Context: an optimization exercise on an open-source flow, tuned for small area and a short achievable clock period. The choices shown serve that exercise and are no tape-out recipe. In this exercise RTL edits were held to simulation tests only and were not proved equivalent to the original. Power is estimated from default activity; no workload was simulated.

09-15:
Design tx_frame_scheduler, start of the top module:
module tx_frame_scheduler #(
    parameter int ADDR_W = 9
) (
    input  logic        i_clk,
    input  logic        i_rst,
    input  logic [7:0]  i_wr_data,
    input  logic        i_wr_en,
    input  logic        i_wr_abort,
    input  logic        i_clear_status,
    output logic        o_wr_ready,
    output logic [7:0]  o_tx_data,
    output logic        o_tx_valid,
    output logic        o_tx_last,
    input  logic        i_tx_ready,
    output logic [15:0] o_data_size,
    output logic [7:0]  o_frames_count,
    output logic [15:0] o_status
);
    localparam int DEPTH = 2**ADDR_W;
    localparam int PW    = ADDR_W + 1;
    localparam logic [15:0] MAX_LEN = 16'(DEPTH - 2);
    logic          s_len0, s_len1, s_data, s_skip, s_wbusy;
    logic          r_idle, r_hdr0, r_hdr1, r_data, r_rbusy;
    logic [ADDR_W-1:0] r_wr_ptr, r_commit_ptr;
    logic [PW-1:0] r_used, r_size;
    logic          r_full, r_nready, r_empty;
    logic [7:0]    r_len_lo;
    logic          r_lenlo_z, r_lenlo_1, r_lenlo_ff;
    logic [15:0]   r_remain;
    logic          r_rem1;
    logic [ADDR_W-1:0] r_count;
    logic          r_last;
    logic [7:0]    r_dout;
    logic [7:0]    r_frames;
    logic          r_frames_nz;
    logic [7:0]    r_drops;
    logic [3:0]    r_sticky;
    logic [15:0]   r_wa_n [4];
    logic [7:0]    r_wb_n;
    logic [7:0]    r_wq_data;
    localparam int NB  = 4;
    localparam int BW  = ADDR_W - 2;
    localparam int QTR = DEPTH / NB;
    logic [7:0]    w_rdata;
    logic [1:0]    r_ra_lo;
    logic [BW-1:0] r_bidx [NB];
    logic [7:0]    r_bdat [NB];
    assign w_rdata = r_bdat[r_ra_lo];
    logic abort_act, en, skip_dec, full_hit, store, st_len1, st_data;
    logic len_z, len_big, zl, ov, ok_len, commit, rewind, drop;
    logic [15:0] w_len;
    assign w_len     = {i_wr_data, r_len_lo};
    assign abort_act = i_wr_abort & ~s_len0;
    assign en        = i_wr_en & ~abort_act;
    assign skip_dec  = en & s_skip;
    assign full_hit  = en & ~s_skip & r_full;
    assign store     = en & ~s_skip & ~r_full;
    assign st_len1   = store & s_len1;
    assign st_data   = store & s_data;
    assign len_z     = (i_wr_data == 8'd0) & r_lenlo_z;
    assign len_big   = (i_wr_data > 8'd1) | ((i_wr_data == 8'd1) & r_lenlo_ff);
  ...
Size: ~8800 cells after synthesis, about 4400 flip-flops, roughly 65 I/O pins.
Settings: LEC_CHECK=0, ABC_CLOCK_PERIOD_IN_PS=3000, CAP_MARGIN=20, CORE_MARGIN=2, CORE_UTILIZATION=40, CTS_CLUSTER_DIAMETER=120, CTS_CLUSTER_SIZE=25, SETUP_SLACK_MARGIN=4.3, SLEW_MARGIN=20; clock period 7.0 ns.
run.sh (not shown) runs the stock make flow with config.mk's settings and CLKGATE_MAP_FILE= SYNTH_SCRIPT=/design/flow/synth_recipe.tcl, a recipe that flattens the netlist after the stock synthesis.
## Diff of input files: 01-06 against 09-15
-- flow/design.v --
<<< 09-15, line 36
    logic [7:0]    r_drops;
    logic [3:0]    r_sticky;
    logic [15:0]   r_wa_n [4];
    logic [7:0]    r_wb_n;
    logic [7:0]    r_wq_data;
    localparam int NB  = 4;
    localparam int BW  = ADDR_W - 2;
    localparam int QTR = DEPTH / NB;
    logic [7:0]    w_rdata;
    logic [1:0]    r_ra_lo;
    logic [BW-1:0] r_bidx [NB];
    logic [7:0]    r_bdat [NB];
>>> 01-06, line 36
    logic [7:0]    r_drops;
    logic [3:0]    r_sticky;
    logic [7:0]    r_wa_n [8];
    logic [7:0]    r_wb_n;
    logic [7:0]    r_wq_data;
    localparam int NB  = 8;
    localparam int BW  = ADDR_W - 3;
    localparam int QTR = DEPTH / NB;
    logic [7:0]    w_rdata;
    logic [2:0]    r_ra_lo;
    logic [BW-1:0] r_bidx [NB];
    logic [7:0]    r_bdat [NB];
<<< 09-15, line 195
            r_nready     <= 1'b0;
            r_empty      <= 1'b1;
            r_last       <= 1'b0;
            r_dout       <= 8'd0;
>>> 01-06, line 195
            r_nready     <= 1'b0;
            r_empty      <= 1'b1;
            r_len_lo     <= 8'd0;
            r_lenlo_z    <= 1'b1;
            r_lenlo_1    <= 1'b0;
            r_lenlo_ff   <= 1'b0;
            r_remain     <= 16'd0;
            r_rem1       <= 1'b0;
            r_count      <= '0;
            r_last       <= 1'b0;
            r_dout       <= 8'd0;
<<< 09-15, line 213
            s_skip  <= n_skip;
            s_wbusy <= ~n_len0;
            if (rewind)     r_wr_ptr <= r_commit_ptr;
            else if (store) r_wr_ptr <= wr_inc;
>>> 01-06, line 220
            s_skip  <= n_skip;
            s_wbusy <= ~n_len0;
            r_remain <= n_remain;
            r_rem1   <= n_rem1;
            if (store && s_len0) begin
                r_len_lo   <= i_wr_data;
                r_lenlo_z  <= (i_wr_data == 8'h00);
                r_lenlo_1  <= (i_wr_data == 8'h01);
                r_lenlo_ff <= (i_wr_data == 8'hFF);
            end
            if (rewind)     r_wr_ptr <= r_commit_ptr;
            else if (store) r_wr_ptr <= wr_inc;
<<< 09-15, line 222
            r_rbusy <= ~((r_idle & ~r_frames_nz) | last_xfer);
            if ((r_idle & r_frames_nz) | r_hdr0 | r_hdr1 | (xfer & ~r_last)) begin
                r_ra_lo <= r_ra_lo + 2'd1;
                for (int j = 0; j < NB; j++)
                    if (r_ra_lo == 2'(j)) r_bidx[j] <= r_bidx[j] + 1'b1;
            end
            if (r_hdr1)      r_last <= cnt_is1;
            else if (r_data) r_last <= i_tx_ready ? (~r_last & cnt_is2) : r_last;
>>> 01-06, line 237
            r_rbusy <= ~((r_idle & ~r_frames_nz) | last_xfer);
            if ((r_idle & r_frames_nz) | r_hdr0 | r_hdr1 | (xfer & ~r_last)) begin
                r_ra_lo <= r_ra_lo + 3'd1;
                for (int j = 0; j < NB; j++)
                    if (r_ra_lo == 3'(j)) r_bidx[j] <= r_bidx[j] + 1'b1;
            end
            if (r_idle)      r_count[7:0]        <= w_rdata;
            else if (r_hdr0) r_count[ADDR_W-1:8] <= w_rdata[ADDR_W-9:0];
            else if (xfer)   r_count       <= cnt_dec;
            if (r_hdr1)      r_last <= cnt_is1;
            else if (r_data) r_last <= i_tx_ready ? (~r_last & cnt_is2) : r_last;
<<< 09-15, line 253
    end
    always_ff @(posedge i_clk) begin
        r_remain <= n_remain;
        r_rem1   <= n_rem1;
        if (store && s_len0) begin
            r_len_lo   <= i_wr_data;
            r_lenlo_z  <= (i_wr_data == 8'h00);
            r_lenlo_1  <= (i_wr_data == 8'h01);
            r_lenlo_ff <= (i_wr_data == 8'hFF);
        end
        if (r_idle)      r_count[7:0]        <= w_rdata;
        else if (r_hdr0) r_count[ADDR_W-1:8] <= w_rdata[ADDR_W-9:0];
        else if (xfer)   r_count             <= cnt_dec;
    end
    always_ff @(posedge i_clk) begin
        for (int j = 0; j < 4; j++)
            for (int k = 0; k < 16; k++)
                r_wa_n[j][k] <= ~(store && r_wr_ptr[1:0] == 2'(j) && r_wr_ptr[5:2] == 4'(k));
        for (int k = 0; k < 8; k++) r_wb_n[k] <= ~(r_wr_ptr[8:6] == 3'(k));
        r_wq_data <= i_wr_data;
>>> 01-06, line 271
    end
    always_ff @(posedge i_clk) begin
        for (int j = 0; j < 8; j++)
            for (int k = 0; k < 8; k++)
                r_wa_n[j][k] <= ~(store && r_wr_ptr[2:0] == 3'(j) && r_wr_ptr[5:3] == 3'(k));
        for (int k = 0; k < 8; k++) r_wb_n[k] <= ~(r_wr_ptr[8:6] == 3'(k));
        r_wq_data <= i_wr_data;
<<< 09-15, line 276
        for (int j = 0; j < NB; j++) begin
            for (int i = 0; i < QTR; i++)
                if (!(r_wa_n[j][i[3:0]] | r_wb_n[i[6:4]])) r_mem[(j*QTR+i)*8 +: 8] <= r_wq_data;
            r_bdat[j] <= r_mem[(j*QTR + int'(r_bidx[j]))*8 +: 8];
        end
>>> 01-06, line 281
        for (int j = 0; j < NB; j++) begin
            for (int i = 0; i < QTR; i++)
                if (!(r_wa_n[j][i[2:0]] | r_wb_n[i[5:3]])) r_mem[(j*QTR+i)*8 +: 8] <= r_wq_data;
            r_bdat[j] <= r_mem[(j*QTR + int'(r_bidx[j]))*8 +: 8];
        end
Against 09-15 as the reference, 01-06 delivers a lower area fraction in compound gates after synthesis. Compared to 09-15, 01-06 has minimum period implied by the final worst setup slack 0.021 ns higher. In terms of starting utilization of the core area, 01-06 and 09-15 differ only marginally. Re overall fraction of global-route tracks in use: 01-06 is 0.90 points down on 09-15. 01-06 against 09-15; met2 wire length is down by a few percent. In 01-06, number of diodes added for antenna fixing is higher than in 09-15. Routing usage on met2 delta for 01-06 relative to 09-15: 0.99 points lower. Diff 09-15 -> 01-06 | multi-input logic cell count | decrease of 48. The power per standard cell area on 09-15 is in line with that on 01-06.

[static timing again, ports no longer ideal]
No port has a modelled driver above. Below, the same layouts with a new extraction and two added sets of constraints.
Step 1 sets driving cells, clkbuf_16 on the clock port and buf_2 on the other inputs (assumed; they add their load-dependent delay and slew).
Step 2 also shifts input and output timing later by t, the mid clock arrival at the registers, as if the neighbouring blocks saw the same clock.
a / b / c = no drivers / after step 1 / after step 2; a / b = the first two.
run	t (ns)	slack for setup (ns)	hold slack, ns	worst setup path after step 2
09-15	1.044	3.903 / 3.801 / 3.347	0.486 / 0.486 / 0.486	input to register
01-06	1.044	3.882 / 3.768 / 3.209	0.499 / 0.499 / 0.499	input to register
After both steps setup and hold are still met in every run listed. The setup slack of 01-06, which loses most, moves by -0.114 ns with the drivers and by -0.673 ns with both steps.
